From an optimization exercise on the open Yosys and OpenROAD flow, aimed at small area, a short achievable clock period and few clock cycles; shortcuts taken in it are not production practice. In this exercise RTL edits were held to simulation tests only and were not proved equivalent to the original. Power is estimated from default activity; no workload was simulated.

Setup of the reference run:
## alu_operand_seq
module alu_operand_seq
#(
    parameter int ALU_LAT = 1,
    parameter int NUM_OPS = alu_operand_seq_pkg::NUM_OPS_DEF
) (
    input  logic                 clk,
    input  logic                 rst,
    input  logic                 CMD_VALID,
    output logic                 CMD_READY,
    input  logic [alu_operand_seq_pkg::OP_W-1:0]      CMD_OP,
    input  logic [alu_operand_seq_pkg::REG_IDX_W-1:0] CMD_RS,
    input  logic [alu_operand_seq_pkg::REG_IDX_W-1:0] CMD_RT,
    input  logic [alu_operand_seq_pkg::REG_IDX_W-1:0] CMD_RD,
    input  logic                 CMD_USE_IMM,
    input  logic [alu_operand_seq_pkg::IMM_W-1:0]     CMD_IMM,
    output logic [alu_operand_seq_pkg::DATA_W-1:0]    ALU_A,
    output logic [alu_operand_seq_pkg::DATA_W-1:0]    ALU_B,
    output logic [alu_operand_seq_pkg::OP_W-1:0]      ALU_OP,
    input  logic [alu_operand_seq_pkg::DATA_W-1:0]    ALU_OUT,
    output logic                 DONE,
    output logic [alu_operand_seq_pkg::DATA_W-1:0]    RESULT,
    output logic                 ERR,
    input  logic [alu_operand_seq_pkg::REG_IDX_W-1:0] DBG_ADDR,
    output logic [alu_operand_seq_pkg::DATA_W-1:0]    DBG_DATA
);
export LEC_CHECK = 0
export CAP_MARGIN = 20
export CORE_MARGIN = 2
export CORE_UTILIZATION = 68
export CTS_BUF_LIST = sky130_fd_sc_hd__clkbuf_8
export CTS_CLUSTER_DIAMETER = 60
export CTS_CLUSTER_SIZE = 16
export SETUP_SLACK_MARGIN = 2.5
export SLEW_MARGIN = 20
export SYNTH_HIERARCHICAL = 1
create_clock -name core_clock -period 6.0 [get_ports {clk}]
standard.sh (not shown) runs the stock make flow with config.mk's settings and CLKGATE_MAP_FILE= SYNTH_SCRIPT=/design/flow/synth_recipe.tcl, a recipe that flattens the netlist after the stock synthesis.
==> flow/flow/run.sh <==
#!/bin/bash
# The standard layout (the standard.sh: standard synthesis, then ORFS to
# finish) with these changes:
#  - ports are buffered with buf_2 instead of the delay-buffer cell that
#    buffer_ports picks by default;
#  - repair may resize cells to other footprints (MATCH_CELL_FOOTPRINT=0);
#  - clock tree synthesis inserts no dummy loads (the same arguments as
#    ORFS builds from config.mk, plus -dont_use_dummy_load).
# The full make output goes to flow_make.log in the work folder; ORFS keeps
# each step's log under orfs/logs/.
set -euo pipefail
bash standard.sh MATCH_CELL_FOOTPRINT=0 \
    "CTS_ARGS=-sink_clustering_enable -repair_clock_nets -sink_clustering_size 16 -sink_clustering_max_diameter 60 -buf_list sky130_fd_sc_hd__clkbuf_8 -dont_use_dummy_load" \
    "BUFFER_PORTS_ARGS=-buffer_cell sky130_fd_sc_hd__buf_2" \
    finish > flow_make.log 2>&1
Testbench counts of the reference run, summed over its fixed seeds: cycles 12,016.
[inputs] the trial run vs the reference run
Settings: CORE_UTILIZATION now 62, was 68.
### Flow results
Per the final summary, the trial run finished and its layout is clean on timing, DRC and antenna. The trial run ended up with DBG_ADDR[3] as its worst setup path startpoint; the reference run ended up with f_rs[2]. Wire length of the first global-routing pass in the trial run is 0.95% higher than in the reference run. The trial run vs. the reference run: signed area change from the synthesized netlist to the final layout went up by 0.17 points. Looking at setup slack across the reference run and the trial run, the one that comes out lower is the reference run.

* * *

== wip/amber ==
Starting RTL as in the previous note.
Settings: LEC_CHECK=0, CAP_MARGIN=20, CORE_MARGIN=2, CORE_UTILIZATION=62, CTS_BUF_LIST=sky130_fd_sc_hd__clkbuf_8, CTS_CLUSTER_DIAMETER=60, CTS_CLUSTER_SIZE=16, SETUP_SLACK_MARGIN=3.0, SLEW_MARGIN=20, SYNTH_HIERARCHICAL=1; clock period 6.0 ns.
Scripts as last shown in full above: flow/flow/run.sh
wip/amber: flow completed, timing, DRC and antenna clean
Testbench counts of wip/amber, summed over its fixed seeds: cycles 12,016.
The inputs of wip/violet differ from those of wip/amber as listed below.
-- flow/config.mk --
<<< wip/amber, line 13
export CTS_CLUSTER_SIZE = 16
export SETUP_SLACK_MARGIN = 3.0
export SLEW_MARGIN = 20
>>> wip/violet, line 13
export CTS_CLUSTER_SIZE = 16
export SETUP_SLACK_MARGIN = 2.0
export SLEW_MARGIN = 20
==> comparison <==
Any difference in total internal power between wip/amber and wip/violet is small enough to ignore.
Of wip/amber and wip/violet, the run reporting the higher quantity of gates resized following cts was wip/violet.
Reported for wip/amber and wip/violet, count of unique library cells instantiated by Yosys turned out identical to the last digit.
Re total global routing track utilization: wip/amber and wip/violet aren't equal, and the higher value belongs to wip/violet.
Looking at setup slack across both flows, wip/violet is the stronger of the two, with wip/amber trailing.
The power density over the cells in wip/violet was higher than what wip/amber gave.
In wip/violet the number of antenna repair diodes turned out 3 higher than in wip/amber.
On wip/violet: worst setup slack for register-to-register paths is 380 ps lower than what wip/amber gave.
Relative area change from synthesis to final layout in wip/violet is 2.7 points lower than in wip/amber
The sequential power was comparable across wip/amber and wip/violet.
Final period utilization delta for wip/violet relative to wip/amber: 1.3 points lower
Modified inputs, wip/quartz compared to wip/violet
==> flow/flow/run.sh <==
#!/bin/bash
# The standard layout (the standard.sh: standard synthesis, then ORFS to
# finish) with two changes to how the resizer works:
#  - ports are buffered with buf_2 instead of the delay-buffer cell that
#    buffer_ports picks by default;
#  - repair may resize cells to other footprints (MATCH_CELL_FOOTPRINT=0).
# The full make output goes to flow_make.log in the work folder; ORFS keeps
# each step's log under orfs/logs/.
set -euo pipefail
bash standard.sh MATCH_CELL_FOOTPRINT=0 \
    "BUFFER_PORTS_ARGS=-buffer_cell sky130_fd_sc_hd__buf_2" \
    finish > flow_make.log 2>&1
-- flow/config.mk --
<<< wip/violet, line 9
export CORE_MARGIN = 2
export CORE_UTILIZATION = 62
export CTS_BUF_LIST = sky130_fd_sc_hd__clkbuf_8
>>> wip/quartz, line 9
export CORE_MARGIN = 2
export CORE_UTILIZATION = 55
export CTS_BUF_LIST = sky130_fd_sc_hd__clkbuf_8
<<< wip/violet, line 13
export CTS_CLUSTER_SIZE = 16
export SETUP_SLACK_MARGIN = 2.0
export SLEW_MARGIN = 20
>>> wip/quartz, line 13
export CTS_CLUSTER_SIZE = 16
export SETUP_SLACK_MARGIN = 2.5
export SLEW_MARGIN = 20
--- outcome ---
- wip/quartz does worse than wip/violet on worst setup slack.
- The higher portion of the clock cycle consumed by the worst path in the final layout of wip/quartz and wip/violet is in wip/quartz.
- Re detailed-router iteration count before antenna repair: wip/violet was higher than wip/quartz.
- Number of buffers created by CTS, wip/quartz and wip/violet: smaller value in wip/violet
- The lower amount of wire on met2 after detailed routing of wip/quartz and wip/violet is in wip/violet.
- On switching power, the lower figure sits with wip/violet, not wip/quartz.
- When wip/quartz is set beside wip/violet, its first-iteration DRC count turns out to be 5.1% smaller.

port drivers added, routing unchanged:
The results above use ideal ports. As a check the final layouts listed here were re-extracted and re-timed, cells and wires unchanged. Step 1, drivers: a clkbuf_16 drives clk and a buf_2 each remaining input, both assumed. Step 2 also shifts input and output timing later by t, the mid clock arrival at the registers, as if the neighbouring blocks saw the same clock. Slacks: ideal / step 1 / step 2; pairs: ideal / step 1.
run | shift t [ns] | setup WS [ns] | worst hold slack (ns)
the reference run | 0.799 | 1.848 / 1.534 / 1.534 | 0.360 / 0.360 / 0.360
the trial run | 0.788 | 1.864 / 1.580 / 1.580 | 0.358 / 0.358 / 0.358
wip/amber | 0.789 | 1.801 / 1.495 / 1.495 | 0.315 / 0.315 / 0.315
wip/violet | 0.799 | 1.877 / 1.535 / 1.535 | 0.355 / 0.355 / 0.355
wip/quartz | 0.820 | 1.829 / 1.571 / 1.571 | 0.362 / 0.362 / 0.362
After both steps setup and hold are still met in every run listed. The setup slack of wip/violet, which loses most, moves by -0.342 ns with the drivers and by -0.342 ns with both steps.
